Source: an optimization exercise on an open RTL-to-GDS flow (aim: small area). Production flows keep margins and buffers that such runs may drop.
RTL that was checked went through simulation tests only; none was proved equivalent to the original.
No functional check of the RTL was part of runs 6 to 8.
No activity file was given, so power comes from the tool's default toggle rates.

<file path="flow/run.sh">
#!/bin/bash
# Standard ORFS layout (the standard.sh, standard synthesis), with two changes:
# port buffers use the smallest buffer cell, and CTS adds no dummy clock loads.
set -euo pipefail
export BUFFER_PORTS_ARGS="-buffer_cell sky130_fd_sc_hd__buf_1"
export CTS_ARGS="-sink_clustering_enable -repair_clock_nets -dont_use_dummy_load -buf_list sky130_fd_sc_hd__clkbuf_8"
bash standard.sh > standard.log 2>&1
</file>
<file path="standard.sh">
#!/bin/bash
# synth_recipe.tcl (not shown) runs the flow's synth.tcl, then flattens the netlist and writes it again
# the make line also repeats each setting of config.mk as NAME=value (left out here)
make -C /OpenROAD-flow-scripts/flow DESIGN_CONFIG=/design/flow/config.mk WORK_HOME=/design/flow/orfs CLKGATE_MAP_FILE= SYNTH_SCRIPT=/design/flow/synth_recipe.tcl "${@:-finish}"
</file>
<file path="config.mk">
export PLATFORM = sky130hd
export DESIGN_NAME = int_div_top
export DESIGN_NICKNAME = int_div_top
export VERILOG_FILES = /design/flow/design.v
export SDC_FILE = /design/flow/constraint.sdc
export NUM_CORES = 4
export LEC_CHECK = 0
export CAP_MARGIN = 0
export CORE_MARGIN = 2
export CORE_UTILIZATION = 40
export CTS_BUF_LIST = sky130_fd_sc_hd__clkbuf_8
export SLEW_MARGIN = 0
</file>
<file path="constraint.sdc">
create_clock -name core_clock -period 5.0 [get_ports {clk}]
set_input_delay 1.0000 -clock core_clock [delete_from_list [all_inputs] [get_ports {clk}]]
set_output_delay 1.0000 -clock core_clock [all_outputs]
set_load 0.01 [all_outputs]
</file>
<file path="design.v">
`timescale 1ns/1ps
`timescale 1ns/1ps
`timescale 1ns/1ps
`timescale 1ns/1ps
`timescale 1ns/1ps
`timescale 1ns/1ps
`default_nettype none
module int_div_top (
	input  wire                clk,
	input  wire                rst_n_i,
	input  logic               req_i,
	input  logic               req_op_i,        
	input  logic [63:0]        req_dividend_i,
	input  logic [63:0]        req_divisor_i,
	output logic               ack_o,
	output logic [63:0]        rsp_quotient_o,
	output logic [63:0]        rsp_remainder_o,
	output logic               rsp_div_by_zero_o
);
	localparam int W   = 16;
	localparam int NSL = 64 / W;
	localparam int JW  = $clog2(NSL);
	localparam logic [1:0] IDLE = 2'd0;
	localparam logic [1:0] BUSY = 2'd1;
	localparam logic [1:0] HOLD = 2'd2;
	logic [1:0]  st_q;
	logic [8:0]  cnt_q;
	logic [63:0] r_q;     
	logic [63:0] q_q;     
	logic        rs_q;    
	logic        cb_q;    
	logic        cy_q;    
	logic        za_q;    
	logic        zf_q;    
	logic        dbz_q;
	logic [5:0]  z_q;     
	logic        fl_q;    
	logic        nb_q;    
	logic sgn, kneg, dneg, qneg;
	assign sgn  = ~req_op_i;
	assign kneg = sgn & req_dividend_i[63];
	assign dneg = sgn & req_divisor_i[63];
	assign qneg = sgn & (req_dividend_i[63] ^ req_divisor_i[63]) & ~dbz_q;
	logic [JW-1:0] j;
	logic [5:0]    t;
	logic          last;
	assign j    = cnt_q[JW-1:0];
	assign t    = cnt_q[JW+5:JW];
	assign last = (j == JW'(NSL - 1));
	logic busy, in_s1, in_main, in_p1, in_p2, in_rot, pass, en;
	assign busy    = (st_q == BUSY);
	assign in_s1   = busy & (cnt_q[8:2] == 7'd127);
	assign in_main = busy & ~cnt_q[8];
	assign in_p1   = busy & (cnt_q[8:2] == 7'd64);
	assign in_p2   = busy & (cnt_q[8:2] == 7'd65);
	assign in_rot  = busy & (cnt_q[8:6] == 3'b101);
	assign pass    = in_s1 | in_main | in_p1 | in_p2;
	assign en      = in_s1 | in_main |
	                 (in_p1 & (rs_q | (kneg & ~zf_q))) |
	                 (in_p2 & kneg & ~rs_q & ~zf_q);
	logic [W-1:0] sl, a, b, dsl, sum;
	logic         cbin, sub, inv, cin, cout, a64, nsign, zs, zacc, qbit, xbit;
	assign sl   = r_q[W-1:0];
	assign cbin = (j == '0) ? nb_q : cb_q;
	assign a    = in_main ? {sl[W-2:0], cbin} :
	              (in_p1 | in_p2) ? sl : {W{kneg}};
	assign dsl  = req_divisor_i[j*W +: W];
	assign sub  = ~rs_q;
	assign inv  = sub ^ dneg;
	assign b    = dsl ^ {W{inv}};
	assign cin  = (j == '0) ? inv : cy_q;
	assign {cout, sum} = {1'b0, a} + {1'b0, b} + {{W{1'b0}}, cin};
	assign a64   = in_main ? sl[W-1] : rs_q;
	assign nsign = a64 ^ sub ^ cout;
	assign zs    = (sum == '0);
	assign zacc  = zs & ((j == '0) | za_q);
	assign qbit  = ~(nsign ^ kneg);
	assign xbit  = qbit ^ qneg;
	logic hit, flip, c0;
	assign c0   = qneg ^ (kneg & zf_q);
	assign hit  = (cnt_q[5:0] == z_q);
	assign flip = c0 & (fl_q | hit);
	always_ff @(posedge clk) begin
		cb_q <= sl[W-1];
		cy_q <= cout;
		za_q <= zacc;
		if (st_q == IDLE) begin
			rs_q <= kneg;
			z_q  <= '0;
			fl_q <= 1'b0;
		end else begin
			if (pass & en) begin
				r_q <= {sum, r_q[63:W]};
				if (last) begin
					rs_q <= nsign;
					zf_q <= zacc & ~nsign;
				end
			end
			if (in_s1 & last) begin
				dbz_q <= qbit;
			end
			if (in_main & last) begin
				q_q <= {q_q[62:0], xbit};
				if (!xbit) z_q <= t;
			end
			if (in_rot) begin
				q_q  <= {q_q[62:0], q_q[63] ^ flip};
				fl_q <= fl_q | hit;
			end
		end
	end
	logic done;
	assign done = (cnt_q == 9'd383);
	logic [63:0] nrot;
	assign nrot = {req_dividend_i[62:0], req_dividend_i[63]};
	always_ff @(posedge clk) begin
		cnt_q <= (st_q == IDLE) ? 9'd508 : cnt_q + 9'd1;
		nb_q  <= nrot[~t];
	end
	always_ff @(posedge clk or negedge rst_n_i) begin
		if (!rst_n_i) begin
			st_q <= IDLE;
		end else begin
			case (st_q)
				IDLE:    if (req_i) st_q <= BUSY;
				BUSY:    if (done) st_q <= req_i ? HOLD : IDLE;
				HOLD:    if (!req_i) st_q <= IDLE;
				default: st_q <= IDLE;
			endcase
		end
	end
	assign ack_o             = (st_q == HOLD);
	assign rsp_quotient_o    = q_q;
	assign rsp_remainder_o   = r_q;
	assign rsp_div_by_zero_o = dbz_q;
endmodule
`default_nettype wire
</file>
==> results of run 1 <==
[registers in the layout (all words and copies together) (netlist names)]
name	cells
cb_q	1
cnt_q	9
cy_q	1
dbz_q	1
fl_q	1
nb_q	1
q_q	64
r_q	64
rs_q	1
st_q	2
z_q	6
za_q	1
zf_q	1
[area by class of cell]
cell class	count	area, sq um
Timing Repair Buffer	275	1080
Inverter	10	37.5
Clock buffer	17	234
Tap cell	229	287
Sequential cell	153	4380
Multi-Input combinational cell	317	2700
Fill cell	1632	9110
[kinds of logic after synthesis]
logic type / synth area share, %
compound gates: 8.08
xor+xnor: 5.71
fa+ha+maj: 3.50
buf+inv: 1.99
flops: 60.8
mux: 12.0
simple gates: 7.94
[final timing paths]
| check | end | cells after the start | slack [ns] |
|---|---|---|---|
| max | zf_q$_DFFE_PP_ | 15 | 0.72 |
| min | st_q[1]$_DFFE_PN0P_ | 1 | 0.34 |
| max reg2reg | zf_q$_DFFE_PP_ | 15 | 0.72 |
| min reg2reg | q_q[52]$_DFFE_PP_ | 0 | 0.43 |
| max in group asynchronous | st_q[0]$_DFFE_PN0P_ | 1 | 4.54 |
| min in group core_clock | q_q[52]$_DFFE_PP_ | 0 | 0.43 |
[cell usage after synthesis (all sizes together) (2+ instances only)]
master / n
a211oi: 4
a21o: 3
a21oi: 35
a31oi: 4
and2: 2
and3: 4
buf: 9
clkbuf: 15
dfrtp: 2
dfxtp: 20
edfxtp: 131
fa: 2
ha: 17
inv: 10
mux2i: 2
mux4: 37
nand2: 46
nand2b: 4
nand3: 8
nand4: 3
nor2: 18
nor2b: 6
nor3: 11
nor4: 2
nor4b: 2
o2111a: 2
o211ai: 4
o21a: 4
o21ai: 34
or3: 3
xnor2: 14
xor2: 33
[where the power goes]
part	internal, uW	switching, uW
clock	300	389
combinational	1420	2210
sequential	2270	349
[stage by stage]
step	setup WS [ns]	power, uW
after floorplan	0.421	5150
after global placement	0.500	6240
after detailed placement	0.469	6280
after CTS	0.719	7000
after global routing	0.442	7460
final	0.720	6930
[worst max-delay path, stage by stage (launching register included)]
cell,delay (ns)
dfxtp_1,0.39
or4_1,0.55
nor3_2,0.19
buf_4,0.29
a211oi_1,0.11
a21o_1,0.18
fa_1,0.45
inv_1,0.08
fa_1,0.24
a211oi_2,0.10
o21ai_2,0.19
a31oi_2,0.17
o2111a_1,0.28
a311o_1,0.35
or3_1,0.39
nor4_2,0.14
[per-layer routing]
layer | track usage [%] | vias up
li1 | - | 2456
met1 | 26.2 | 2587
met2 | 30.3 | 192
met3 | 4.75 | 21
met4 | 5.91 | 0
met5 | 0 | -
==> flow_metrics.py, run 1 <==
metrics = {
    "sta": {
        "hold_ws_ns": 0.338,
        "skew_ns": 0.0374,
        "period_share_pct": 85.6,
        "setup_viol": 0,
        "rsz0062_at_grt": "no",
        "relSlewSlack_pct": 38.2,
        "tightest_slew_ns": 0.928,
        "fmax_mhz": 234,
        "drv_slew": 0,
        "setup_tns_ns": 0,
        "fin_crit_ns": 4.28,
        "final_hold_viol_count": 0,
    },
    "place": {
        "dp_cells": 984,
        "port_buffers": 261,
        "postPlaceCellArea_sq_mm": 0.00849,
        "finalWeightedCongestion": 0.895,
        "hpwlAfterDp_um": 13700,
    },
    "clocking": {
        "root_buffer": "clkbuf_8",
        "cts_buffer_depth": 2,
        "postCtsHoldBufs": 0,
        "cts_made_buffers": 17,
        "cts_resized": 0,
        "clock-sinks": 153,
        "clock_latency_ns": 0.46,
        "postCtsSetupBuffers": 0,
        "cts-htree-levels": 4,
        "clk_pin_slew_worst_paths_ns": 0.06,
        "cts_tree": "built",
    },
    "floorplanning": {
        "num_io_pins": 262,
        "die_w_um": 138,
        "rows": 49,
        "initial_utilization_pct": 40.4,
        "die_h_um": 138,
        "dieArea_sq_mm": 0.0191,
        "core-area_sq_mm": 0.0178,
    },
    "detailed_routing": {
        "drt_iter0_markers": 425,
        "ant_nets": 0,
        "drc_errors": 0,
        "wl_per_cell_um": 18.2,
        "highest_layer": "met4",
        "drt-pass1-iter-count": 5,
        "via_count": 5256,
        "wl_um": 18200,
        "viasPerCell": 5.25,
        "wl_met3_um": 938,
        "wl_met2_um": 8660,
        "wl_met1_um": 8370,
    },
    "layout": {
        "drive_gt1_share_pct": 10.8,
        "layout.nets": 925,
        "area_growth_pct": 21.0,
        "stdcell_count": 1001,
        "stdcell_area_sq_mm": 0.00873,
        "fin_util_pct": 48.9,
        "final_cell_mix": "buf_1, edfxtp_1, nand2_1",
        "final_common_cell": "buf_1",
        "num_antenna_cells": 0,
    },
    "worst_setup_path": {
        "path_max_fanout": 17,
        "crit_required_ns": 5.26,
        "crit_path_end_kind": "flop",
        "start_kind": "flop",
        "reg2reg_from": "cnt_q[7]$_SDFF_PP1_",
        "crit_start": "cnt_q[7]$_SDFF_PP1_",
        "critPathKind": "flop to flop",
        "worstPathArrival_ns": 4.54,
    },
    "global_route": {
        "grt_overflow": 0,
        "grt_usage_pct": 19.1,
        "grt_pass1_vias": 5367,
        "grt_max_degree": 41,
        "antenna_found_initial": 0,
        "grt_pass1_wl_um": 28800,
    },
    "flow_run": {
        "cap_violations": 0,
    },
    "status": {
        "status": "timing/DRC/antenna clean",
    },
    "logic_synthesis": {
        "synthTopCellsByArea": "edfxtp_1, mux4_2, dfxtp_1, xor2_1, ha_1",
        "synth.largest_area_cell": "edfxtp_1",
        "syn_nets": 655,
        "synthFlopType": "edfxtp_1",
        "syn_inst": 504,
        "synth_warnings": 1,
        "ys_ff_latch": 153,
        "synth.distinct_cells": 55,
        "syn_area_per_cell_sq_um": 14.3,
        "synth-edff-count": 131,
        "synth_seq_area_share_pct": 60.8,
        "synth_top_area_share_pct": 54.5,
        "mappedNetlistArea_sq_mm": 0.00721,
        "async_reset_ff_share_pct": 1.31,
    },
    "worst_hold_path": {
        "hold_class": "primary input to async pin",
    },
    "power": {
        "irDropWorstVdd_mv": 0.309,
        "power.density_mw_per_mm2": 794,
        "leakagePower_uw": 0.00290,
    },
}
==> inputs of run 2 (changes only) <==
--- a/config.mk
+++ b/config.mk
@@ -5,8 +5,8 @@
 export SDC_FILE = /design/flow/constraint.sdc
 export NUM_CORES = 4
 export LEC_CHECK = 0
-export CAP_MARGIN = 0
+export CAP_MARGIN = 20
 export CORE_MARGIN = 2
-export CORE_UTILIZATION = 40
+export CORE_UTILIZATION = 60
 export CTS_BUF_LIST = sky130_fd_sc_hd__clkbuf_8
-export SLEW_MARGIN = 0
+export SLEW_MARGIN = 20
==> run 2 against run 1 <==
  * Register-to-register slack got worse by 0.07 ns
  * Clock skew rose by 0.0030 ns
  * Still clean
  * Synthesized cell count did not move
  * Critical path type unchanged
  * Sequential cell count did not move
==> flow_metrics.py, run 2 <==
metrics = {
    "status": {
        "status": "timing/DRC/antenna clean",
    },
    "place": {
        "pre_cts_ws_ns": 0.293,
        "port_buffers": 261,
        "hpwlAfterDp_um": 12900,
        "finalWeightedCongestion": 0.909,
        "dp_cells": 902,
    },
    "logic_synthesis": {
        "synth_warnings": 1,
        "synthTopCellsByArea": "edfxtp_1, mux4_2, dfxtp_1, xor2_1, ha_1",
        "synth_mux_area_share_pct": 12.0,
        "synth_top_area_share_pct": 54.5,
        "synth-adder-area-share_pct": 3.50,
        "synth_top_family_by_area": "multiplexers",
        "syn_area_per_cell_sq_um": 14.3,
        "synth_xor_area_share_pct": 5.71,
        "syn_nets": 655,
        "synth_compound_area_share_pct": 8.08,
        "ys_ff_latch": 153,
        "yosys.area_share.simple_pct": 7.94,
        "post-synth-top-count-cell": "edfxtp_1",
        "synth.largest_area_cell": "edfxtp_1",
        "synth_common_cells": "edfxtp_1, nand2_1, mux4_2",
        "synth_seq_area_share_pct": 60.8,
        "synth.distinct_cells": 55,
        "synth-edff-count": 131,
        "async_reset_ff_share_pct": 1.31,
        "mappedNetlistArea_sq_mm": 0.00721,
        "syn_inst": 504,
        "synthFlopType": "edfxtp_1",
    },
    "global_route": {
        "grt_overflow": 0,
        "grt_pass1_wl_um": 25600,
        "antenna_found_initial": 0,
        "grt_usage_pct": 26.2,
        "grt_max_degree": 39,
        "grt_pass1_vias": 5023,
    },
    "clocking": {
        "postCtsHoldBufs": 0,
        "cts_resized": 0,
        "root_buffer": "clkbuf_8",
        "cts_tree": "built",
        "clock-sinks": 153,
        "cts_buffer_depth": 2,
        "postCtsSetupBuffers": 0,
        "clk_pin_slew_worst_paths_ns": 0.08,
        "clock_latency_ns": 0.46,
        "cts-htree-levels": 4,
        "cts_made_buffers": 17,
    },
    "power": {
        "switching_power_uw": 2930,
        "finalPower_uw": 6900,
        "irDropWorstVdd_mv": 0.383,
        "pwr-share-seq_pct": 38.2,
        "p_sw_share_pct": 42.5,
        "leakagePower_uw": 0.00290,
        "power_frac_comb_pct": 51.9,
        "power.internal_uw": 3970,
        "power.density_mw_per_mm2": 800,
        "clkPwrFrac_pct": 9.9,
    },
    "layout": {
        "final_cell_mix": "buf_1, edfxtp_1, nand2_1",
        "fin_util_pct": 72.7,
        "largestRegisters": "q_q x64, r_q x64, cnt_q x9",
        "area_growth_pct": 19.6,
        "fill_cells": 852,
        "drive_gt1_share_pct": 10.8,
        "final_common_cell": "buf_1",
        "stdcell_count": 919,
        "layout.nets": 925,
        "num_antenna_cells": 0,
    },
    "detailed_routing": {
        "via_count": 5330,
        "viasPerCell": 5.80,
        "drc_errors": 0,
        "wl_per_cell_um": 18.3,
        "wl_um": 16800,
        "drt-pass1-iter-count": 5,
        "ant_nets": 0,
        "drt_iter0_markers": 408,
    },
    "sta": {
        "setup_tns_ns": 0,
        "skew_ns": 0.0403,
        "setup_viol": 0,
        "tightest_slew_ns": 0.838,
        "fmax_mhz": 230,
        "relSlewSlack_pct": 44.1,
        "final_hold_viol_count": 0,
        "period_share_pct": 87.1,
        "setup_ws_ns": 0.646,
        "fin_crit_ns": 4.35,
        "drv_slew": 0,
        "rsz0062_at_grt": "no",
    },
    "worst_setup_path": {
        "path_max_fanout": 13,
        "worst-path-buf-inv": 2,
        "slowest_delay_ns": 0.56,
        "critPathSlowestCell": "or4_1",
        "crit_path_cell_trace": "or4_1, nor3_2, buf_4, nor2_1, a211oi_1, a21o_1, fa_1, inv_1, fa_1, a211oi_2, o21ai_2, a31oi_2, nor2_1, a311o_1, or3_1, nor4_2",
        "start_kind": "flop",
        "cp_top_family": "compound AO/OA/AOI/OAI gates",
        "crit_required_ns": 5.29,
        "critPathKind": "flop to flop",
        "worstPathArrival_ns": 4.64,
        "ff2ff_setup_slack_ns": 0.65,
        "crit_path_end_kind": "flop",
    },
    "floorplanning": {
        "die_w_um": 114,
        "rows": 40,
        "dieArea_sq_mm": 0.0129,
        "die_h_um": 114,
        "initial_utilization_pct": 60.8,
        "core-area_sq_mm": 0.0119,
        "num_io_pins": 262,
    },
    "worst_hold_path": {
        "hold_class": "primary input to async pin",
    },
    "flow_run": {
        "cap_violations": 0,
    },
}
[run 2: cell counts in the layout (fill, tap and decap cells not counted)]
No cell type changed its count.
[run 2: cell families (layout without fill, tap and decap cells)]
family / Yosys count / after routing
flip-flops: 153 / 153
AND/OR/NAND/NOR: 116 / 116
AO/OA/AOI/OAI: 95 / 95
XOR/XNOR: 47 / 47
multiplexers: 40 / 40
buffers and inverters: 34 / 302
adder cells (fa/ha/maj): 19 / 19
[run 2: path summary, 6_finish.rpt]
path                                     start                   to  depth (start not counted)
hold reg to reg              r_q[22]$_DFFE_PP_     r_q[6]$_DFFE_PP_                          0
setup reg to reg           cnt_q[4]$_SDFF_PP1_       zf_q$_DFFE_PP_                         16
hold / removal                         rst_n_i  st_q[1]$_DFFE_PN0P_                          1
max in group asynchronous              rst_n_i  st_q[0]$_DFFE_PN0P_                          1
setup / recovery           cnt_q[4]$_SDFF_PP1_       zf_q$_DFFE_PP_                         16
min in group core_clock      r_q[22]$_DFFE_PP_     r_q[6]$_DFFE_PP_                          0
[run 2: through the flow]
| step | instance area (sq um) | hold slack [ns] |
|---|---|---|
| 2_1_floorplan | 7210 | 0.440 |
| 3_3_place_gp | 8390 | 0.429 |
| 3_5_place_dp | 8390 | 0.432 |
| 4_1_cts | 8630 | 0.322 |
| 5_1_grt | 8630 | 0.331 |
| 6_report | 8630 | 0.336 |
[run 2: layout make-up]
| cell class | count | area (sq um) | area share (%) |
|---|---|---|---|
| timing repair buffer | 275 | 1080 | 12.6 |
| sequential | 153 | 4380 | 50.8 |
| clock buffer | 17 | 234 | 2.71 |
| multi-input combinational | 317 | 2700 | 31.3 |
| tap | 147 | 184 | 2.13 |
| inverter | 10 | 37.5 | 0.435 |
[run 2: power groups by stage]
| stage | Sequential (uW) | Clock, uW | Combinational [uW] |
|---|---|---|---|
| floorplan | 2750 | 0 | 2400 |
| global placement | 2630 | 0 | 3520 |
| detailed placement | 2660 | 0 | 3560 |
| CTS | 2640 | 693 | 3590 |
| global route | 2700 | 741 | 3920 |
| finish | 2640 | 681 | 3580 |
[run 2: worst reg2reg max path, stage by stage, from the launching register on]
cell and delay, ns:
dfxtp_1 0.50, or4_1 0.56, nor3_2 0.12, buf_4 0.21, nor2_1 0.08, a211oi_1 0.21, a21o_1 0.14, fa_1 0.20
inv_1 0.06, fa_1 0.43, a211oi_2 0.27, o21ai_2 0.11, a31oi_2 0.31, nor2_1 0.10, a311o_1 0.39, or3_1 0.40
nor4_2 0.13
[run 2: per-layer routing]
layer | vias to the layer above | global-route usage, % | wire length (um)
li1 | 2460 | - | -
met5 | - | 0 | 0
met4 | 0 | 7.64 | 173
met2 | 257 | 43.0 | 8280
met3 | 19 | 6.70 | 1380
met1 | 2594 | 35.2 | 6980
==> inputs of run 3 (changes only) <==
--- a/config.mk
+++ b/config.mk
@@ -7,6 +7,6 @@
 export LEC_CHECK = 0
 export CAP_MARGIN = 20
 export CORE_MARGIN = 2
-export CORE_UTILIZATION = 60
+export CORE_UTILIZATION = 40
 export CTS_BUF_LIST = sky130_fd_sc_hd__clkbuf_8
 export SLEW_MARGIN = 20
==> run 3 against run 2 <==
  * Sequential cell count did not move
  * Highest routed layer unchanged
  * Worst setup slack improved by 0.074 ns
  * Power rose by 0.48%
  * Critical path depth fell by 1
  * Still clean
  * Sequential power barely moved
  * Via count fell by 1.4%
  * Maximum frequency rose by 1.7%
  * Die area rose by 48%
  * Cell area rose by 1.2%
  * Wire length rose by 8.5%
==> flow_metrics.py, run 3 <==
metrics = {
    "status": {
        "status": "timing/DRC/antenna clean",
    },
    "sta": {
        "setup_tns_ns": 0,
        "setup_viol": 0,
        "tightest_slew_ns": 0.928,
        "drv_slew": 0,
        "fmax_mhz": 234,
        "period_share_pct": 85.6,
        "fin_crit_ns": 4.28,
        "relSlewSlack_pct": 38.2,
        "skew_ns": 0.0374,
        "final_hold_viol_count": 0,
        "rsz0062_at_grt": "no",
    },
    "clocking": {
        "clock_latency_ns": 0.46,
        "cts-htree-levels": 4,
        "cts_buffer_depth": 2,
        "clk_pin_slew_worst_paths_ns": 0.06,
        "cts_resized": 0,
        "postCtsHoldBufs": 0,
        "cts_tree": "built",
        "clock-sinks": 153,
        "cts_made_buffers": 17,
        "postCtsSetupBuffers": 0,
        "root_buffer": "clkbuf_8",
    },
    "logic_synthesis": {
        "syn_area_per_cell_sq_um": 14.3,
        "synth_warnings": 1,
        "synthFlopType": "edfxtp_1",
        "synth_mux_area_share_pct": 12.0,
        "synth_xor_area_share_pct": 5.71,
        "syn_nets": 655,
        "synth_top_family_by_area": "multiplexers",
        "ys_ff_latch": 153,
        "synth_compound_area_share_pct": 8.08,
        "synth-edff-count": 131,
        "syn_inst": 504,
        "synth-adder-area-share_pct": 3.50,
        "mappedNetlistArea_sq_mm": 0.00721,
        "post-synth-top-count-cell": "edfxtp_1",
        "synth_seq_area_share_pct": 60.8,
        "async_reset_ff_share_pct": 1.31,
        "synthTopCellsByArea": "edfxtp_1, mux4_2, dfxtp_1, xor2_1, ha_1",
        "synth_common_cells": "edfxtp_1, nand2_1, mux4_2",
        "yosys.area_share.simple_pct": 7.94,
        "synth.distinct_cells": 55,
        "synth_top_area_share_pct": 54.5,
        "synth.largest_area_cell": "edfxtp_1",
    },
    "floorplanning": {
        "die_h_um": 138,
        "num_io_pins": 262,
        "initial_utilization_pct": 40.4,
        "dieArea_sq_mm": 0.0191,
        "die_w_um": 138,
        "rows": 49,
        "core-area_sq_mm": 0.0178,
    },
    "layout": {
        "fill_cells": 1632,
        "largestRegisters": "q_q x64, r_q x64, cnt_q x9",
        "final_cell_mix": "buf_1, edfxtp_1, nand2_1",
        "final_common_cell": "buf_1",
        "stdcell_count": 1001,
        "layout.nets": 925,
        "drive_gt1_share_pct": 10.8,
        "area_growth_pct": 21.0,
        "num_antenna_cells": 0,
    },
    "worst_hold_path": {
        "hold_class": "primary input to async pin",
    },
    "detailed_routing": {
        "wl_um": 18200,
        "via_count": 5256,
        "viasPerCell": 5.25,
        "drc_errors": 0,
        "ant_nets": 0,
        "wl_per_cell_um": 18.2,
        "drt-pass1-iter-count": 5,
        "drt_iter0_markers": 425,
    },
    "place": {
        "hpwlAfterDp_um": 13700,
        "finalWeightedCongestion": 0.895,
        "dp_cells": 984,
        "port_buffers": 261,
    },
    "worst_setup_path": {
        "path_max_fanout": 17,
        "worstPathArrival_ns": 4.54,
        "crit_required_ns": 5.26,
        "start_kind": "flop",
        "crit_path_end_kind": "flop",
        "critPathKind": "flop to flop",
    },
    "global_route": {
        "grt_overflow": 0,
        "grt_usage_pct": 19.1,
        "grt_pass1_wl_um": 28800,
        "antenna_found_initial": 0,
        "grt_max_degree": 41,
        "grt_pass1_vias": 5367,
    },
    "power": {
        "leakagePower_uw": 0.00290,
        "irDropWorstVdd_mv": 0.309,
        "power.density_mw_per_mm2": 794,
    },
    "flow_run": {
        "cap_violations": 0,
    },
}
==> run 3: path summary, 6_finish.rpt <==
path                                     start                  end  slack (ns)  cells past startpoint
max                        cnt_q[7]$_SDFF_PP1_       zf_q$_DFFE_PP_        0.72                     15
min                                    rst_n_i  st_q[1]$_DFFE_PN0P_        0.34                      1
max reg2reg                cnt_q[7]$_SDFF_PP1_       zf_q$_DFFE_PP_        0.72                     15
min reg2reg                  q_q[51]$_DFFE_PP_    q_q[52]$_DFFE_PP_        0.43                      0
max in group asynchronous              rst_n_i  st_q[0]$_DFFE_PN0P_        4.54                      1
min in group core_clock      q_q[51]$_DFFE_PP_    q_q[52]$_DFFE_PP_        0.43                      0
==> run 3: kinds of logic (layout without fill, tap and decap cells) <==
group / Yosys count / in the layout
XOR/XNOR: 47 / 47
multiplexers: 40 / 40
adder cells (fa/ha/maj): 19 / 19
buffers and inverters: 34 / 302
AND/OR/NAND/NOR: 116 / 116
flip-flops: 153 / 153
AO/OA/AOI/OAI: 95 / 95
==> run 3: critical path, stage by stage (launching register included) <==
cell and delay [ns]:
dfxtp_1 0.39, or4_1 0.55, nor3_2 0.19, buf_4 0.29, a211oi_1 0.11, a21o_1 0.18
fa_1 0.45, inv_1 0.08, fa_1 0.24, a211oi_2 0.10, o21ai_2 0.19, a31oi_2 0.17
o2111a_1 0.28, a311o_1 0.35, or3_1 0.39, nor4_2 0.14
==> run 3: area by class of cell <==
type                    instances  area, sq um  share of cell area [%]
inverters                      10         37.5                   0.430
clock buffers                  17          234                    2.68
repair buffers                275         1080                    12.4
well taps                     229          287                    3.28
flip-flops and latches        153         4380                    50.2
multi-input cells             317         2700                    30.9
==> run 3: layer usage <==
metal | vias up | track usage [%] | part of all wire, %
li1 | 2456 | - | -
met5 | - | 0 | 0
met2 | 192 | 30.3 | 47
met3 | 21 | 4.75 | 5.1
met1 | 2587 | 26.2 | 46
met4 | 0 | 5.91 | 1.5
==> run 3: power breakdown <==
part	switching (uW)	internal (uW)	total, uW	leakage (uW)
clock network	389	300	688	0.000122
registers	349	2270	2620	0.00138
logic	2210	1420	3620	0.00140
==> run 3: metrics by stage <==
stage | cell area, sq um | setup WS [ns] | util (%) | hold slack [ns] | total power [uW]
global route | 8730 | 0.442 | 48.9 | 0.319 | 7460
global placement | 8490 | 0.500 | 47.6 | 0.431 | 6240
CTS | 8730 | 0.719 | 48.9 | 0.307 | 7000
finish | 8730 | 0.720 | 48.9 | 0.338 | 6930
floorplan | 7210 | 0.421 | - | 0.440 | 5150
detailed placement | 8490 | 0.469 | 47.6 | 0.431 | 6280
==> inputs of run 4 (changes only) <==
==> flow/run.sh (replaced) <==
#!/bin/bash
# Standard ORFS layout (the standard.sh, standard synthesis), with two changes:
# port buffers use the smallest buffer cell, and CTS adds no dummy clock loads.
set -euo pipefail
export BUFFER_PORTS_ARGS="-buffer_cell sky130_fd_sc_hd__buf_1"
export CTS_ARGS="-sink_clustering_enable -repair_clock_nets -dont_use_dummy_load -buf_list sky130_fd_sc_hd__clkbuf_8 -sink_clustering_size 24 -sink_clustering_max_diameter 100"
bash standard.sh > standard.log 2>&1
==> run 4 against run 3 <==
  * Power did not move
  * Wire length did not move
  * Core utilization did not move
  * First-iteration DRC count did not move
  * Largest power group unchanged
  * Die area did not move
  * Clock-buffer cell count did not move
  * Synthesized cell count did not move
  * Worst setup slack did not move
  * Worst hold slack did not move
==> flow_metrics.py, run 4 <==
metrics = {
    "sta": {
        "relSlewSlack_pct": 38.2,
        "fin_crit_ns": 4.28,
        "period_share_pct": 85.6,
        "setup_ws_ns": 0.720,
        "skew_ns": 0.0374,
        "setup_tns_ns": 0,
        "rsz0062_at_grt": "no",
        "fmax_mhz": 234,
        "drv_slew": 0,
        "hold_ws_ns": 0.338,
        "final_hold_viol_count": 0,
        "tightest_slew_ns": 0.928,
        "setup_viol": 0,
    },
    "detailed_routing": {
        "wl_per_cell_um": 18.2,
        "wl_um": 18200,
        "drt-pass1-iter-count": 5,
        "viasPerCell": 5.25,
        "drt_iter0_markers": 425,
        "drc_errors": 0,
        "ant_nets": 0,
        "via_count": 5256,
    },
    "global_route": {
        "grt_overflow": 0,
        "grt_pass1_wl_um": 28800,
        "grt_pass1_vias": 5367,
        "grt_usage_pct": 19.1,
        "antenna_found_initial": 0,
        "grt_max_degree": 41,
    },
    "place": {
        "hpwlAfterDp_um": 13700,
        "finalWeightedCongestion": 0.895,
        "port_buffers": 261,
        "pre_cts_ws_ns": 0.469,
    },
    "logic_synthesis": {
        "mappedNetlistArea_sq_mm": 0.00721,
        "syn_nets": 655,
        "synth.largest_area_cell": "edfxtp_1",
        "synth_top_area_share_pct": 54.5,
        "ys_ff_latch": 153,
        "synth_common_cells": "edfxtp_1, nand2_1, mux4_2",
        "synth_seq_area_share_pct": 60.8,
        "synth_warnings": 1,
        "synth.distinct_cells": 55,
        "async_reset_ff_share_pct": 1.31,
        "syn_area_per_cell_sq_um": 14.3,
        "syn_inst": 504,
        "synthTopCellsByArea": "edfxtp_1, mux4_2, dfxtp_1, xor2_1, ha_1",
        "synth-edff-count": 131,
        "synthFlopType": "edfxtp_1",
        "post-synth-top-count-cell": "edfxtp_1",
    },
    "power": {
        "p_sw_share_pct": 42.5,
        "leakagePower_uw": 0.00290,
        "clkPwrFrac_pct": 9.9,
        "irDropWorstVdd_mv": 0.309,
        "power.density_mw_per_mm2": 794,
        "switching_power_uw": 2940,
        "power_frac_comb_pct": 52.3,
        "pwr-share-seq_pct": 37.8,
        "power.internal_uw": 3990,
    },
    "clocking": {
        "root_buffer": "clkbuf_8",
        "postCtsHoldBufs": 0,
        "cts_made_buffers": 17,
        "cts-htree-levels": 4,
        "cts_buffer_depth": 2,
        "postCtsSetupBuffers": 0,
        "cts_tree": "built",
        "clock_latency_ns": 0.46,
        "clk_pin_slew_worst_paths_ns": 0.06,
        "cts_resized": 0,
        "clock-sinks": 153,
    },
    "layout": {
        "ff_latch_area_sq_mm": 0.00438,
        "largestRegisters": "q_q x64, r_q x64, cnt_q x9",
        "area_growth_pct": 21.0,
        "fin_util_pct": 48.9,
        "fill_cells": 1632,
        "drive_gt1_share_pct": 10.8,
        "multiInputGateArea_sq_mm": 0.00270,
        "final_common_cell": "buf_1",
        "layout.nets": 925,
        "final_cell_mix": "buf_1, edfxtp_1, nand2_1",
        "num_antenna_cells": 0,
    },
    "floorplanning": {
        "dieArea_sq_mm": 0.0191,
        "core-area_sq_mm": 0.0178,
        "initial_utilization_pct": 40.4,
        "die_h_um": 138,
        "die_w_um": 138,
        "rows": 49,
        "num_io_pins": 262,
    },
    "worst_setup_path": {
        "start_kind": "flop",
        "path_max_fanout": 17,
        "crit_required_ns": 5.26,
        "reg2reg_from": "cnt_q[7]$_SDFF_PP1_",
        "critPathKind": "flop to flop",
        "ff2ff_setup_slack_ns": 0.72,
        "r2r_cells": 15,
        "crit_path_end_kind": "flop",
        "worstReg2RegEnd": "zf_q$_DFFE_PP_",
        "worstPathArrival_ns": 4.54,
    },
    "status": {
        "status": "timing/DRC/antenna clean",
    },
    "flow_run": {
        "cap_violations": 0,
    },
    "worst_hold_path": {
        "hold_class": "primary input to async pin",
    },
}
-- run 4: per-layer routing --
metal / wire length (um) / track usage, % / vias to the layer above
met1: 8370 / 26.2 / 2587
met4: 278 / 5.91 / 0
met3: 938 / 4.75 / 21
met5: 0 / 0 / -
met2: 8660 / 30.3 / 192
li1: - / - / 2456
-- run 4: cell type report --
cell class,instances,area share (%)
clock buffers,17,2.68
inverters,10,0.430
multi-input cells,317,30.9
flip-flops and latches,153,50.2
well taps,229,3.28
repair buffers,275,12.4
-- run 4: worst max path at each step --
stage	startpoint	end	slack, ns	cells past startpoint
after floorplan	req_divisor_i[63]	zf_q$_DFFE_PP_	0.42	14
after global placement	req_op_i	zf_q$_DFFE_PP_	0.50	14
after detailed placement	req_op_i	zf_q$_DFFE_PP_	0.47	13
after CTS	cnt_q[7]$_SDFF_PP1_	zf_q$_DFFE_PP_	0.72	15
after global routing	cnt_q[7]$_SDFF_PP1_	zf_q$_DFFE_PP_	0.44	15
final	cnt_q[7]$_SDFF_PP1_	zf_q$_DFFE_PP_	0.72	15
-- run 4: power groups by stage --
stage	combinational (uW)	clock [uW]	sequential, uW
after floorplan	2400	0	2750
after global placement	3620	0	2620
after detailed placement	3640	0	2640
after CTS	3650	717	2630
after global routing	4000	764	2690
final	3620	688	2620
-- run 4: cells by family (layout without fill, tap and decap cells) --
logic type | Yosys count | after routing | synth area share (%)
adders and majority gates | 19 | 19 | 3.50
AOI/OAI and AO/OA | 95 | 95 | 8.08
DFF | 153 | 153 | 60.8
muxes | 40 | 40 | 12.0
buffers and inverters | 34 | 302 | 1.99
and+or+nand+nor | 116 | 116 | 7.94
xor gates and xnor gates | 47 | 47 | 5.71
-- run 4: stage by stage --
step,cell area (sq um),instances,total power (uW)
4_1_cts,8730,1001,7000
5_1_grt,8730,1001,7460
3_5_place_dp,8490,984,6280
3_3_place_gp,8490,984,6240
2_1_floorplan,7210,504,5150
6_report,8730,1001,6930
-- run 4: worst max-delay path: stages, from the launching register on --
cell	delay, ns
dfxtp_1	0.39
or4_1	0.55
nor3_2	0.19
buf_4	0.29
a211oi_1	0.11
a21o_1	0.18
fa_1	0.45
inv_1	0.08
fa_1	0.24
a211oi_2	0.10
o21ai_2	0.19
a31oi_2	0.17
o2111a_1	0.28
a311o_1	0.35
or3_1	0.39
nor4_2	0.14
==> inputs of run 5 (changes only) <==
==> flow/run.sh (replaced) <==
#!/bin/bash
# Standard ORFS layout (the standard.sh, standard synthesis), with two changes:
# port buffers use the smallest buffer cell, and CTS adds no dummy clock loads.
set -euo pipefail
export BUFFER_PORTS_ARGS="-buffer_cell sky130_fd_sc_hd__buf_1"
export CTS_ARGS="-sink_clustering_enable -repair_clock_nets -dont_use_dummy_load -buf_list sky130_fd_sc_hd__clkbuf_16 -sink_clustering_size 40 -sink_clustering_max_diameter 150"
bash standard.sh > standard.log 2>&1
--- a/config.mk
+++ b/config.mk
@@ -8,5 +8,5 @@
 export CAP_MARGIN = 20
 export CORE_MARGIN = 2
 export CORE_UTILIZATION = 40
-export CTS_BUF_LIST = sky130_fd_sc_hd__clkbuf_8
+export CTS_BUF_LIST = sky130_fd_sc_hd__clkbuf_16
 export SLEW_MARGIN = 20
==> run 5 against run 4 <==
  * Synthesized area stayed put
  * Clock skew is 0.017 ns lower
  * Sequential power hardly changed
  * Critical path depth stayed put
  * Clock-buffer cell count stayed put
  * Cell area is 2.2% higher
  * Worst setup slack better by 0.0051 ns
  * Register-to-register slack hardly changed
  * Sequential share of layout area is 1.1 points lower
==> flow_metrics.py, run 5 <==
metrics = {
    "worst_setup_path": {
        "start_kind": "flop",
        "critPathKind": "flop to flop",
        "path_max_fanout": 17,
        "crit_required_ns": 5.23,
        "crit_path_end_kind": "flop",
        "worstPathArrival_ns": 4.50,
    },
    "detailed_routing": {
        "drc_errors": 0,
        "viasPerCell": 5.26,
        "drt-pass1-iter-count": 4,
        "via_count": 5265,
        "wl_um": 18300,
        "ant_nets": 0,
        "wl_per_cell_um": 18.3,
        "drt_iter0_markers": 376,
    },
    "sta": {
        "fmax_mhz": 234,
        "tightest_slew_ns": 0.937,
        "relSlewSlack_pct": 37.5,
        "skew_ns": 0.0204,
        "setup_ws_ns": 0.725,
        "hold_ws_ns": 0.366,
        "setup_tns_ns": 0,
        "fin_crit_ns": 4.28,
        "rsz0062_at_grt": "no",
        "final_hold_viol_count": 0,
        "period_share_pct": 85.5,
        "setup_viol": 0,
        "drv_slew": 0,
    },
    "clocking": {
        "cts-htree-levels": 4,
        "clock-sinks": 153,
        "root_buffer": "clkbuf_16",
        "cts_buffer_depth": 2,
        "clk_pin_slew_worst_paths_ns": 0.05,
        "cts_resized": 0,
        "postCtsHoldBufs": 0,
        "postCtsSetupBuffers": 0,
        "clock_latency_ns": 0.42,
        "cts_made_buffers": 17,
        "cts_tree": "built",
    },
    "floorplanning": {
        "die_w_um": 138,
        "rows": 49,
        "initial_utilization_pct": 40.4,
        "core-area_sq_mm": 0.0178,
        "num_io_pins": 262,
        "dieArea_sq_mm": 0.0191,
        "die_h_um": 138,
    },
    "layout": {
        "final_cell_mix": "buf_1, edfxtp_1, nand2_1",
        "largestRegisters": "q_q x64, r_q x64, cnt_q x9",
        "stdcell_count": 1001,
        "drive_gt1_share_pct": 10.8,
        "layout.nets": 925,
        "fin_util_pct": 50.0,
        "final_common_cell": "buf_1",
        "area_growth_pct": 23.7,
        "num_antenna_cells": 0,
    },
    "global_route": {
        "grt_max_degree": 41,
        "grt_pass1_vias": 5373,
        "grt_overflow": 0,
        "grt_pass1_wl_um": 28800,
        "grt_usage_pct": 19.1,
        "antenna_found_initial": 0,
    },
    "worst_hold_path": {
        "hold_class": "primary input to async pin",
    },
    "power": {
        "leakagePower_uw": 0.00299,
        "power.density_mw_per_mm2": 814,
        "irDropWorstVdd_mv": 0.327,
    },
    "logic_synthesis": {
        "syn_nets": 655,
        "synth_common_cells": "edfxtp_1, nand2_1, mux4_2",
        "synth.largest_area_cell": "edfxtp_1",
        "synthTopCellsByArea": "edfxtp_1, mux4_2, dfxtp_1, xor2_1, ha_1",
        "syn_area_per_cell_sq_um": 14.3,
        "async_reset_ff_share_pct": 1.31,
        "ys_ff_latch": 153,
        "mappedNetlistArea_sq_mm": 0.00721,
        "synthFlopType": "edfxtp_1",
        "synth_warnings": 1,
        "post-synth-top-count-cell": "edfxtp_1",
        "synth_seq_area_share_pct": 60.8,
        "syn_inst": 504,
        "synth-edff-count": 131,
        "synth_top_area_share_pct": 54.5,
        "synth.distinct_cells": 55,
    },
    "place": {
        "finalWeightedCongestion": 0.895,
        "pre_cts_ws_ns": 0.469,
        "hpwlAfterDp_um": 13700,
        "dp_cells": 984,
        "port_buffers": 261,
    },
    "flow_run": {
        "cap_violations": 0,
    },
    "status": {
        "status": "timing/DRC/antenna clean",
    },
}
## run 5: final cells by class
cell class	instances	area [sq um]
clock buffer	17	425
timing repair buffer	275	1080
tap	229	287
multi-input combinational	317	2700
fill	1606	8920
sequential	153	4380
inverter	10	37.5
## run 5: metal layers
layer	part of all wire, %	GRT usage (%)
met5	0	0
met4	1.7	5.75
met3	5.5	4.99
met2	48	30.4
met1	45	26.0
## run 5: final timing paths
path                                      from                  end  slack (ns)  depth (start not counted)
max                        cnt_q[7]$_SDFF_PP1_       zf_q$_DFFE_PP_        0.72                         15
max reg2reg                cnt_q[7]$_SDFF_PP1_       zf_q$_DFFE_PP_        0.72                         15
min                                    rst_n_i  st_q[1]$_DFFE_PN0P_        0.37                          1
min in group core_clock      q_q[51]$_DFFE_PP_    q_q[52]$_DFFE_PP_        0.43                          0
max in group asynchronous              rst_n_i  st_q[0]$_DFFE_PN0P_        4.51                          1
min reg2reg                  q_q[51]$_DFFE_PP_    q_q[52]$_DFFE_PP_        0.43                          0
## run 5: metrics by stage
step	instance area [sq um]	total power, uW
2_1_floorplan	7210	5150
3_3_place_gp	8490	6240
3_5_place_dp	8490	6280
4_1_cts	8920	7330
5_1_grt	8920	7800
6_report	8920	7260
## run 5: logic make-up (layout without fill, tap and decap cells)
family / after synthesis / count (layout) / synth area share (%)
compound gates: 95 / 95 / 8.08
xor+xnor: 47 / 47 / 5.71
buf+inv: 34 / 302 / 1.99
simple gates: 116 / 116 / 7.94
flops: 153 / 153 / 60.8
fa+ha+maj: 19 / 19 / 3.50
mux: 40 / 40 / 12.0
## run 5: critical path, stage by stage, from the launching register on
cell      delay [ns]
dfxtp_1         0.38
or4_1           0.55
nor3_2          0.19
buf_4           0.29
a211oi_1        0.11
a21o_1          0.18
fa_1            0.45
inv_1           0.08
fa_1            0.24
a211oi_2        0.11
o21ai_2         0.19
a31oi_2         0.17
o2111a_1        0.27
a311o_1         0.35
or3_1           0.39
nor4_2          0.14
## run 5: report_power, final
part / leakage (uW) / internal [uW] / switching, uW
clock network: 0.000209 / 588 / 424
registers: 0.00138 / 2270 / 351
logic: 0.00140 / 1420 / 2200
==> inputs of run 6 (changes only) <==
--- a/design.v
+++ b/design.v
@@ -69,7 +69,13 @@
 	assign inv  = sub ^ dneg;
 	assign b    = dsl ^ {W{inv}};
 	assign cin  = (j == '0) ? inv : cy_q;
-	assign {cout, sum} = {1'b0, a} + {1'b0, b} + {{W{1'b0}}, cin};
+	logic [W:0] c;
+	assign c[0] = cin;
+	for (genvar i = 0; i < W; i++) begin : g_add
+		assign sum[i]   = a[i] ^ b[i] ^ c[i];
+		assign c[i + 1] = (a[i] & b[i]) | (c[i] & (a[i] ^ b[i]));
+	end
+	assign cout = c[W];
 	assign a64   = in_main ? sl[W-1] : rs_q;
 	assign nsign = a64 ^ sub ^ cout;
 	assign zs    = (sum == '0);
@@ -86,7 +92,6 @@
 		za_q <= zacc;
 		if (st_q == IDLE) begin
 			rs_q <= kneg;
-			z_q  <= '0;
 			fl_q <= 1'b0;
 		end else begin
 			if (pass & en) begin
@@ -101,7 +106,7 @@
 			end
 			if (in_main & last) begin
 				q_q <= {q_q[62:0], xbit};
-				if (!xbit) z_q <= t;
+				if (!xbit || t == '0) z_q <= t;  
 			end
 			if (in_rot) begin
 				q_q  <= {q_q[62:0], q_q[63] ^ flip};
@@ -113,9 +118,21 @@
 	assign done = (cnt_q == 9'd383);
 	logic [63:0] nrot;
 	assign nrot = {req_dividend_i[62:0], req_dividend_i[63]};
+	logic [15:0] nm1;
+	logic [3:0]  nm2;
+	logic        nb_d;
+	logic [5:0]  ti;
+	assign ti = ~t;
+	for (genvar i = 0; i < 16; i++) begin : g_nm1
+		assign nm1[i] = nrot[4*i + ti[1:0]];
+	end
+	for (genvar i = 0; i < 4; i++) begin : g_nm2
+		assign nm2[i] = nm1[4*i + ti[3:2]];
+	end
+	assign nb_d = nm2[ti[5:4]];
 	always_ff @(posedge clk) begin
 		cnt_q <= (st_q == IDLE) ? 9'd508 : cnt_q + 9'd1;
-		nb_q  <= nrot[~t];
+		nb_q  <= nb_d;
 	end
 	always_ff @(posedge clk or negedge rst_n_i) begin
 		if (!rst_n_i) begin
==> flow/run.sh (replaced) <==
#!/bin/bash
# Standard ORFS layout (the standard.sh, standard synthesis), with two changes:
# port buffers use the smallest buffer cell, and CTS adds no dummy clock loads.
set -euo pipefail
export BUFFER_PORTS_ARGS="-buffer_cell sky130_fd_sc_hd__buf_1"
export CTS_ARGS="-sink_clustering_enable -repair_clock_nets -dont_use_dummy_load -buf_list sky130_fd_sc_hd__clkbuf_8"
bash standard.sh > standard.log 2>&1
--- a/config.mk
+++ b/config.mk
@@ -8,5 +8,5 @@
 export CAP_MARGIN = 20
 export CORE_MARGIN = 2
 export CORE_UTILIZATION = 40
-export CTS_BUF_LIST = sky130_fd_sc_hd__clkbuf_16
+export CTS_BUF_LIST = sky130_fd_sc_hd__clkbuf_8
 export SLEW_MARGIN = 20
==> run 6 against run 5 <==
  * Now fails the layout checks on negative setup slack
  * Via count is 8.5% lower
  * Synthesized cell count decreased by 15%
  * Sequential share of layout area rose by 1.4 points
  * Worst hold slack worse by 0.029 ns
  * Sequential power shrank 2%
  * Critical endpoint is now z_q[5]$_DFFE_PP_
  * Worst setup slack worse by 3.2 ns
  * Critical path depth grew 10
  * Cell area shrank 1.4%
  * First-iteration DRC count fell by 35%
==> flow_metrics.py, run 6 <==
metrics = {
    "detailed_routing": {
        "drt-pass1-iter-count": 5,
        "via_count": 4815,
        "viasPerCell": 5.05,
        "ant_nets": 0,
        "drt_iter0_markers": 245,
        "wl_um": 16700,
        "drc_errors": 0,
        "wl_per_cell_um": 17.5,
    },
    "layout": {
        "final_common_cell": "buf_1",
        "fill_cells": 1493,
        "num_antenna_cells": 0,
        "largestRegisters": "q_q x64, r_q x64, cnt_q x9",
        "final_cell_mix": "buf_1, edfxtp_1, buf_4",
        "layout.nets": 886,
        "drive_gt1_share_pct": 18.5,
        "area_growth_pct": 27.6,
        "fin_util_pct": 52.7,
        "multiInputGateArea_sq_mm": 0.00238,
        "ff_latch_area_sq_mm": 0.00444,
    },
    "logic_synthesis": {
        "ys_ff_latch": 153,
        "syn_nets": 579,
        "synth.largest_area_cell": "edfxtp_1",
        "syn_area_per_cell_sq_um": 16.1,
        "post-synth-top-count-cell": "edfxtp_1",
        "synth_seq_area_share_pct": 64.5,
        "synth_common_cells": "edfxtp_1, nand2_1, mux4_2",
        "synthFlopType": "edfxtp_1",
        "synth.distinct_cells": 54,
        "async_reset_ff_share_pct": 1.31,
        "mappedNetlistArea_sq_mm": 0.00689,
        "synth_top_area_share_pct": 59.7,
        "synth-edff-count": 137,
        "synth_warnings": 1,
        "syn_inst": 429,
        "synthTopCellsByArea": "edfxtp_1, mux4_2, fa_1, dfxtp_1, xor2_1",
    },
    "worst_setup_path": {
        "worstReg2RegEnd": "z_q[5]$_DFFE_PP_",
        "endpoint": "z_q[5]$_DFFE_PP_",
        "crit_required_ns": 5.11,
        "crit_start": "req_divisor_i[0]",
        "r2r_cells": 27,
        "path_max_fanout": 6,
        "reg2reg_from": "cnt_q[7]$_SDFF_PP1_",
        "critPathKind": "primary input to flop",
        "worstPathArrival_ns": 7.62,
        "start_kind": "primary input",
        "crit_path_end_kind": "flop",
        "ff2ff_setup_slack_ns": -2.43,
    },
    "clocking": {
        "postCtsHoldBufs": 0,
        "clock-sinks": 153,
        "cts_made_buffers": 17,
        "cts_tree": "built",
        "cts-htree-levels": 4,
        "root_buffer": "clkbuf_8",
        "clk_pin_slew_worst_paths_ns": 0.07,
        "clock_latency_ns": 0.44,
        "cts_buffer_depth": 2,
    },
    "place": {
        "port_buffers": 261,
        "hpwlAfterDp_um": 13000,
        "finalWeightedCongestion": 0.823,
        "pre_cts_ws_ns": -2.98,
    },
    "floorplanning": {
        "dieArea_sq_mm": 0.0183,
        "core-area_sq_mm": 0.0167,
        "initial_utilization_pct": 41.3,
        "rows": 47,
        "num_io_pins": 262,
        "die_w_um": 135,
        "die_h_um": 135,
    },
    "sta": {
        "fmax_mhz": 133,
        "tightest_slew_ns": 0.820,
        "final_hold_viol_count": 0,
        "skew_ns": 0.0251,
        "period_share_pct": 150,
        "setup_tns_ns": -36.85,
        "setup_ws_ns": -2.52,
        "drv_slew": 0,
        "relSlewSlack_pct": 45.3,
        "fin_crit_ns": 7.52,
        "rsz0062_at_grt": "yes",
        "setup_viol": 19,
        "hold_ws_ns": 0.337,
    },
    "global_route": {
        "grt_pass1_wl_um": 25900,
        "grt_overflow": 0,
        "antenna_found_initial": 0,
        "grt_pass1_vias": 4966,
        "grt_max_degree": 66,
        "grt_usage_pct": 18.7,
    },
    "worst_hold_path": {
        "hold_class": "primary input to async pin",
    },
    "power": {
        "irDropWorstVdd_mv": 0.283,
        "leakagePower_uw": 0.00294,
        "finalPower_uw": 6620,
        "power.density_mw_per_mm2": 753,
    },
    "status": {
        "status": "finished with violations",
        "failed_checks": "negative setup slack",
    },
    "flow_run": {
        "cap_violations": 0,
    },
}
run 6: logic make-up after synthesis:
| logic type | synth area share (%) |
|---|---|
| simple gates | 6.39 |
| mux | 10.7 |
| fa+ha+maj | 5.01 |
| buf+inv | 3.01 |
| xor+xnor | 4.76 |
| flops | 64.5 |
| compound gates | 5.61 |
run 6: area by class of cell:
| cell class | count | area share, % |
|---|---|---|
| Tap cell | 220 | 3.13 |
| Clock buffer | 17 | 2.66 |
| Timing Repair Buffer | 313 | 16.0 |
| Inverter | 15 | 0.640 |
| Sequential cell | 153 | 50.5 |
| Multi-Input combinational cell | 236 | 27.0 |
run 6: stage by stage:
| stage | area, sq um | instances |
|---|---|---|
| 6_report | 8790 | 954 |
| 4_1_cts | 8780 | 954 |
| 3_5_place_dp | 8470 | 935 |
| 2_1_floorplan | 6980 | 429 |
| 5_1_grt | 8790 | 954 |
| 3_3_place_gp | 8470 | 935 |
run 6: critical path, cell delays in order:
cell	delay [ns]
buf_6	0.09
mux4_2	0.48
xor2_2	0.17
fa_2	0.37
inv_2	0.07
fa_2	0.19
fa_2	0.19
inv_2	0.04
fa_2	0.33
fa_2	0.36
fa_2	0.36
fa_2	0.35
fa_2	0.37
fa_2	0.35
fa_2	0.34
fa_2	0.35
fa_2	0.34
inv_2	0.06
fa_2	0.18
inv_2	0.04
fa_2	0.33
fa_2	0.37
fa_2	0.38
xnor3_1	0.24
a21oi_4	0.27
run 6: worst min-delay path by stage:
stage	startpoint	endpoint	cells after the start
after CTS	rst_n_i	st_q[1]$_DFFE_PN0P_	1
after global placement	r_q[35]$_DFFE_PP_	r_q[19]$_DFFE_PP_	0
after detailed placement	r_q[20]$_DFFE_PP_	r_q[4]$_DFFE_PP_	0
after global routing	rst_n_i	st_q[1]$_DFFE_PN0P_	1
final	rst_n_i	st_q[1]$_DFFE_PN0P_	1
after floorplan	cnt_q[6]$_SDFF_PP1_	z_q[4]$_DFFE_PP_	0
run 6: power by group:
| group | switching (uW) | internal (uW) |
|---|---|---|
| clock | 374 | 299 |
| combinational | 1810 | 1570 |
| sequential | 317 | 2260 |
run 6: routing by layer:
layer | GRT usage, % | wire [um] | share of wire [%] | vias up
li1 | - | - | - | 2232
met1 | 25.2 | 7220 | 43 | 2322
met2 | 29.3 | 7860 | 47 | 244
met3 | 5.84 | 1410 | 8.5 | 17
met4 | 5.73 | 212 | 1.3 | 0
met5 | 0 | 0 | 0 | -
run 6: what timing repair did:
action / 4_1_cts / 5_1_grt
endpoints found under the setup margin: 19 / 19
pin swaps: 2 / 4
resized for setup: 17 / 8
setup buffers: 2 / 4
==> inputs of run 7 (changes only) <==
--- a/design.v
+++ b/design.v
@@ -69,13 +69,7 @@
 	assign inv  = sub ^ dneg;
 	assign b    = dsl ^ {W{inv}};
 	assign cin  = (j == '0) ? inv : cy_q;
-	logic [W:0] c;
-	assign c[0] = cin;
-	for (genvar i = 0; i < W; i++) begin : g_add
-		assign sum[i]   = a[i] ^ b[i] ^ c[i];
-		assign c[i + 1] = (a[i] & b[i]) | (c[i] & (a[i] ^ b[i]));
-	end
-	assign cout = c[W];
+	assign {cout, sum} = {1'b0, a} + {1'b0, b} + {{W{1'b0}}, cin};
 	assign a64   = in_main ? sl[W-1] : rs_q;
 	assign nsign = a64 ^ sub ^ cout;
 	assign zs    = (sum == '0);
==> run 7 against run 6 <==
  * The run now finishes clean
  * Clock skew fell by 0.0017 ns
  * Clock power is 0.7% higher
  * Sequential cell count is the same
  * Clock-buffer cell count did not move
  * Maximum frequency increased by 67%
  * Cell area shrank 1.5%
  * Die area increased by 3.1%
  * Largest cell class unchanged
==> flow_metrics.py, run 7 <==
metrics = {
    "logic_synthesis": {
        "synth.distinct_cells": 56,
        "ys_ff_latch": 153,
        "synth_seq_area_share_pct": 62.5,
        "post-synth-top-count-cell": "edfxtp_1",
        "async_reset_ff_share_pct": 1.31,
        "mappedNetlistArea_sq_mm": 0.00711,
        "synthFlopType": "edfxtp_1",
        "syn_inst": 469,
        "syn_area_per_cell_sq_um": 15.2,
        "synthTopCellsByArea": "edfxtp_1, mux4_2, dfxtp_1, xor2_1, ha_1",
        "synth-edff-count": 137,
        "synth_warnings": 1,
        "synth_common_cells": "edfxtp_1, mux4_2, nand2_1",
        "synth_top_area_share_pct": 57.9,
        "synth.largest_area_cell": "edfxtp_1",
        "syn_nets": 620,
    },
    "place": {
        "finalWeightedCongestion": 0.888,
        "port_buffers": 261,
        "dp_cells": 951,
        "postPlaceCellArea_sq_mm": 0.00843,
        "hpwlAfterDp_um": 13500,
    },
    "floorplanning": {
        "num_io_pins": 262,
        "core-area_sq_mm": 0.0174,
        "rows": 48,
        "die_w_um": 137,
        "dieArea_sq_mm": 0.0188,
        "die_h_um": 137,
        "initial_utilization_pct": 40.9,
    },
    "power": {
        "power.density_mw_per_mm2": 761,
        "irDropWorstVdd_mv": 0.268,
        "pwr-share-seq_pct": 39.6,
        "p_sw_share_pct": 40.3,
        "finalPower_uw": 6600,
        "clkPwrFrac_pct": 10.3,
        "power_frac_comb_pct": 50.1,
        "power.internal_uw": 3930,
        "leakagePower_uw": 0.00291,
        "switching_power_uw": 2660,
    },
    "worst_setup_path": {
        "start_kind": "flop",
        "critPathKind": "flop to flop",
        "crit_required_ns": 5.24,
        "crit_path_end_kind": "flop",
        "worstPathArrival_ns": 4.75,
        "path_max_fanout": 17,
    },
    "detailed_routing": {
        "drt-pass1-iter-count": 4,
        "wl_um": 17300,
        "drc_errors": 0,
        "wl_per_cell_um": 17.9,
        "ant_nets": 0,
        "viasPerCell": 5.14,
        "drt_iter0_markers": 243,
        "via_count": 4978,
    },
    "sta": {
        "rsz0062_at_grt": "no",
        "tightest_slew_ns": 0.851,
        "fin_crit_ns": 4.51,
        "setup_viol": 0,
        "fmax_mhz": 222,
        "period_share_pct": 90.2,
        "setup_tns_ns": 0,
        "skew_ns": 0.0234,
        "final_hold_viol_count": 0,
        "relSlewSlack_pct": 43.3,
        "drv_slew": 0,
    },
    "layout": {
        "drive_gt1_share_pct": 11.8,
        "final_common_cell": "buf_1",
        "stdcell_count": 968,
        "layout.nets": 896,
        "area_growth_pct": 21.9,
        "final_cell_mix": "buf_1, edfxtp_1, mux4_2",
        "num_antenna_cells": 0,
        "largestRegisters": "q_q x64, r_q x64, cnt_q x9",
        "stdcell_area_sq_mm": 0.00866,
    },
    "clocking": {
        "cts_resized": 0,
        "postCtsSetupBuffers": 0,
        "postCtsHoldBufs": 0,
        "clk_pin_slew_worst_paths_ns": 0.07,
        "cts-htree-levels": 4,
        "cts_made_buffers": 17,
        "clock_latency_ns": 0.45,
        "root_buffer": "clkbuf_8",
        "cts_buffer_depth": 2,
        "clock-sinks": 153,
        "cts_tree": "built",
    },
    "global_route": {
        "antenna_found_initial": 0,
        "grt_usage_pct": 18.1,
        "grt_max_degree": 36,
        "grt_pass1_wl_um": 25400,
        "grt_pass1_vias": 4880,
        "grt_overflow": 0,
    },
    "worst_hold_path": {
        "hold_class": "primary input to async pin",
    },
    "status": {
        "status": "timing/DRC/antenna clean",
    },
    "flow_run": {
        "cap_violations": 0,
    },
}
-- run 7: cell types whose count changed after synthesis, sizes merged, moves of 9 or more --
cell / before / now
a21oi: 6 / 29
a31oi: 17 / 3
buf: 20 / 5
clkbuf: 5 / 16
fa: 16 / 2
ha: 2 / 17
mux4: 28 / 37
o21ai: 15 / 25
-- run 7: cell type report --
type                    count  area, sq um
fillers                  1589         8690
flip-flops and latches    153         4440
multi-input cells         283         2550
repair buffers            278         1110
well taps                 225          282
clock buffers              17          234
inverters                  12         45.0
-- run 7: cells by family (layout without fill, tap and decap cells) --
| logic type | count (synthesis) | count (layout) | synth area share (%) |
|---|---|---|---|
| flops | 153 | 153 | 62.5 |
| fa+ha+maj | 19 | 19 | 3.56 |
| mux | 41 | 41 | 12.3 |
| compound gates | 82 | 82 | 7.17 |
| xor+xnor | 45 | 45 | 5.55 |
| simple gates | 96 | 96 | 7.11 |
| buf+inv | 33 | 307 | 1.76 |
-- run 7: path summary, 6_finish.rpt --
path,from,to,slack (ns),cells past startpoint
max,cnt_q[6]$_SDFF_PP1_,zf_q$_DFFE_PP_,0.49,13
min,rst_n_i,st_q[0]$_DFFE_PN0P_,0.34,1
max reg2reg,cnt_q[6]$_SDFF_PP1_,zf_q$_DFFE_PP_,0.49,13
min reg2reg,r_q[56]$_DFFE_PP_,r_q[40]$_DFFE_PP_,0.43,0
max in group asynchronous,rst_n_i,st_q[1]$_DFFE_PN0P_,4.53,1
min in group core_clock,r_q[56]$_DFFE_PP_,r_q[40]$_DFFE_PP_,0.43,0
-- run 7: critical path, stage by stage (launching register included) --
cell and delay (ns):
dfxtp_1 0.36, or4_1 0.55, nor3_2 0.21, buf_4 0.27, a211oi_1 0.11, a21o_1 0.18, fa_1 0.44, inv_1 0.09
fa_1 0.42, or4_1 0.50, or4_4 0.43, nor4b_2 0.28, nand4b_1 0.21, nor4_2 0.26
-- run 7: layer usage --
metal  track usage [%]  share of wire, %  vias to the layer above  wire [um]
met4              5.90               1.2                        0        206
met5                 0                 0                        -          0
met2              30.6                51                      187       8780
met3              5.00               6.1                       12       1070
li1                  -                 -                     2346          -
met1              22.4                42                     2433       7270
-- run 7: per-stage QoR --
stage | hold slack, ns | util, % | worst slack [ns]
6_report | 0.344 | 49.9 | 0.489
5_1_grt | 0.307 | 49.9 | 0.180
4_1_cts | 0.311 | 49.9 | 0.466
3_5_place_dp | 0.432 | 48.6 | 0.157
3_3_place_gp | 0.430 | 48.6 | 0.234
2_1_floorplan | 0.406 | - | 0.0542
-- run 7: power by group through the flow --
stage,clock network [uW],registers [uW],logic (uW)
5_1_grt,763,2690,3670
3_5_place_dp,0,2650,3340
4_1_cts,703,2630,3350
3_3_place_gp,0,2610,3270
2_1_floorplan,0,2780,2180
6_report,679,2610,3300
==> inputs of run 8 (changes only) <==
--- a/design.v
+++ b/design.v
@@ -69,7 +69,15 @@
 	assign inv  = sub ^ dneg;
 	assign b    = dsl ^ {W{inv}};
 	assign cin  = (j == '0) ? inv : cy_q;
-	assign {cout, sum} = {1'b0, a} + {1'b0, b} + {{W{1'b0}}, cin};
+	localparam int CH = 4;
+	logic [W/CH:0] c;
+	assign c[0] = cin;
+	for (genvar i = 0; i < W / CH; i++) begin : g_add
+		logic [CH+1:0] t2;
+		assign t2 = {1'b0, a[i*CH +: CH], 1'b1} + {1'b0, b[i*CH +: CH], c[i]};
+		assign {c[i + 1], sum[i*CH +: CH]} = t2[CH+1:1];
+	end
+	assign cout = c[W/CH];
 	assign a64   = in_main ? sl[W-1] : rs_q;
 	assign nsign = a64 ^ sub ^ cout;
 	assign zs    = (sum == '0);
==> run 8 against run 7 <==
  * Now fails the layout checks on negative setup slack
  * Synthesized cell count did not move
  * Non-clock buffer count rose by 53
  * Synthesized area rose by 0.58%
  * Cell area rose by 8.3%
  * Global-route usage rose by 1.8 points
  * Combinational power rose by 32%
  * First-iteration DRC count did not move
==> flow_metrics.py, run 8 <==
metrics = {
    "power": {
        "irDropWorstVdd_mv": 0.348,
        "pwr-share-seq_pct": 33.7,
        "power.internal_uw": 4530,
        "switching_power_uw": 3050,
        "power_frac_comb_pct": 57.3,
        "power.density_mw_per_mm2": 808,
    },
    "detailed_routing": {
        "viasPerCell": 5.22,
        "drc_errors": 0,
        "ant_nets": 0,
        "drt-pass1-iter-count": 4,
        "wl_per_cell_um": 18.5,
        "via_count": 5336,
        "drt_iter0_markers": 243,
    },
    "floorplanning": {
        "dieArea_sq_mm": 0.0190,
        "die_w_um": 138,
        "num_io_pins": 262,
        "initial_utilization_pct": 41.2,
        "core-area_sq_mm": 0.0174,
    },
    "worst_setup_path": {
        "cp_top_family": "simple AND/OR/NAND/NOR gates",
        "worst-path-buf-inv": 2,
        "worstReg2RegEnd": "zf_q$_DFFE_PP_",
        "reg2reg_from": "cnt_q[7]$_SDFF_PP1_",
        "slowest_delay_ns": 0.44,
        "crit_start": "req_op_i",
        "path_max_fanout": 11,
        "ff2ff_setup_slack_ns": -0.02,
        "critPathSlowestCell": "or4_4",
        "endpoint": "zf_q$_DFFE_PP_",
    },
    "sta": {
        "period_share_pct": 101,
        "fin_crit_ns": 5.04,
        "final_hold_viol_count": 0,
        "setup_viol": 1,
        "rsz0062_at_grt": "yes",
        "relSlewSlack_pct": 53.5,
        "fmax_mhz": 198,
        "setup_ws_ns": -0.0388,
    },
    "global_route": {
        "antenna_found_initial": 0,
        "grt_overflow": 0,
        "grt_pass1_wl_um": 28000,
        "grt_pass1_vias": 5298,
    },
    "clocking": {
        "cts-htree-levels": 4,
        "clock_latency_ns": 0.44,
        "clock-sinks": 153,
        "clk_pin_slew_worst_paths_ns": 0.08,
    },
    "logic_synthesis": {
        "synth_warnings": 1,
        "synth-edff-count": 137,
        "synth.distinct_cells": 56,
        "async_reset_ff_share_pct": 1.31,
        "synth_top_area_share_pct": 57.6,
        "synthFlopType": "edfxtp_1",
        "syn_inst": 469,
        "synthTopCellsByArea": "edfxtp_1, mux4_2, dfxtp_1, xor2_1, ha_1",
        "synth.largest_area_cell": "edfxtp_1",
        "post-synth-top-count-cell": "edfxtp_1",
    },
    "layout": {
        "final_cell_mix": "buf_1, edfxtp_1, buf_4",
        "area_growth_pct": 31.2,
        "fin_util_pct": 54.0,
        "drive_gt1_share_pct": 21.3,
        "layout.nets": 954,
        "stdcell_count": 1023,
        "largestRegisters": "q_q x64, r_q x64, cnt_q x9",
        "stdcell_area_sq_mm": 0.00938,
        "num_antenna_cells": 0,
    },
    "place": {
        "finalWeightedCongestion": 0.878,
        "postPlaceCellArea_sq_mm": 0.00895,
        "port_buffers": 261,
        "hpwlAfterDp_um": 15200,
    },
    "status": {
        "failed_checks": "negative setup slack",
        "status": "finished with violations",
    },
    "flow_run": {
        "cap_violations": 0,
    },
    "worst_hold_path": {
        "hold_class": "primary input to async pin",
    },
}
==> run 8: final cells by class <==
cell class	instances	area (sq um)	area share (%)
flip-flops and latches	153	4450	47.4
multi-input cells	285	2810	30.0
repair buffers	331	1560	16.6
clock buffers	17	234	2.49
well taps	225	282	3.00
inverters	12	45.0	0.480
==> run 8: metal layers <==
layer / vias to the layer above / GRT usage [%] / wire length (um)
li1: 2479 / - / -
met1: 2608 / 26.6 / 8230
met2: 231 / 32.6 / 9130
met3: 18 / 4.05 / 1340
met4: 0 / 6.30 / 251
met5: - / 0 / 0
==> run 8: how the worst min path moves through the flow <==
stage	endpoint	startpoint
detailed placement	r_q[8]$_DFFE_PP_	r_q[24]$_DFFE_PP_
finish	st_q[1]$_DFFE_PN0P_	rst_n_i
floorplan	z_q[0]$_DFFE_PP_	cnt_q[2]$_SDFF_PP1_
global route	st_q[1]$_DFFE_PN0P_	rst_n_i
global placement	r_q[40]$_DFFE_PP_	r_q[56]$_DFFE_PP_
CTS	st_q[1]$_DFFE_PN0P_	rst_n_i
==> run 8: through the flow <==
step / worst slack, ns / setup TNS (ns) / hold WS (ns)
6_report: -0.0388 / -0.0388 / 0.320
3_3_place_gp: -0.408 / -0.685 / 0.430
3_5_place_dp: -0.552 / -0.979 / 0.434
2_1_floorplan: -0.242 / -0.358 / 0.406
5_1_grt: -0.220 / -0.330 / 0.293
4_1_cts: -0.00655 / -0.00655 / 0.283
==> run 8: cell families after synthesis <==
family	count (synthesis)	synth area share [%]
flip-flops	153	62.2
AND/OR/NAND/NOR	98	6.97
AO/OA/AOI/OAI	81	7.19
XOR/XNOR	43	5.48
multiplexers	41	12.3
buffers and inverters	31	1.66
adder cells (fa/ha/maj)	22	4.27
==> run 8: power groups by stage <==
stage | logic, uW | clock network (uW) | registers [uW]
floorplan | 2130 | 0 | 2760
global route | 4740 | 757 | 2620
detailed placement | 4060 | 0 | 2580
finish | 4340 | 683 | 2560
global placement | 4010 | 0 | 2550
CTS | 4140 | 709 | 2560
==> run 8: repair_timing <==
action | 4_1_cts | 5_1_grt
setup endpoints to repair | 2 | 2
pin swaps | 5 | 13
setup buffers | 2 | 2
hold buffers | 0 | 0
gates resized for setup | 11 | 30

Re-timed with assumed drivers on the ports (clkbuf_16 on the clock, buf_2 on other inputs), run 8 has -0.052 ns of setup slack against -0.039 ns with ideal ports, and -0.521 ns once port delays also move by the mid clock arrival of 0.469 ns.
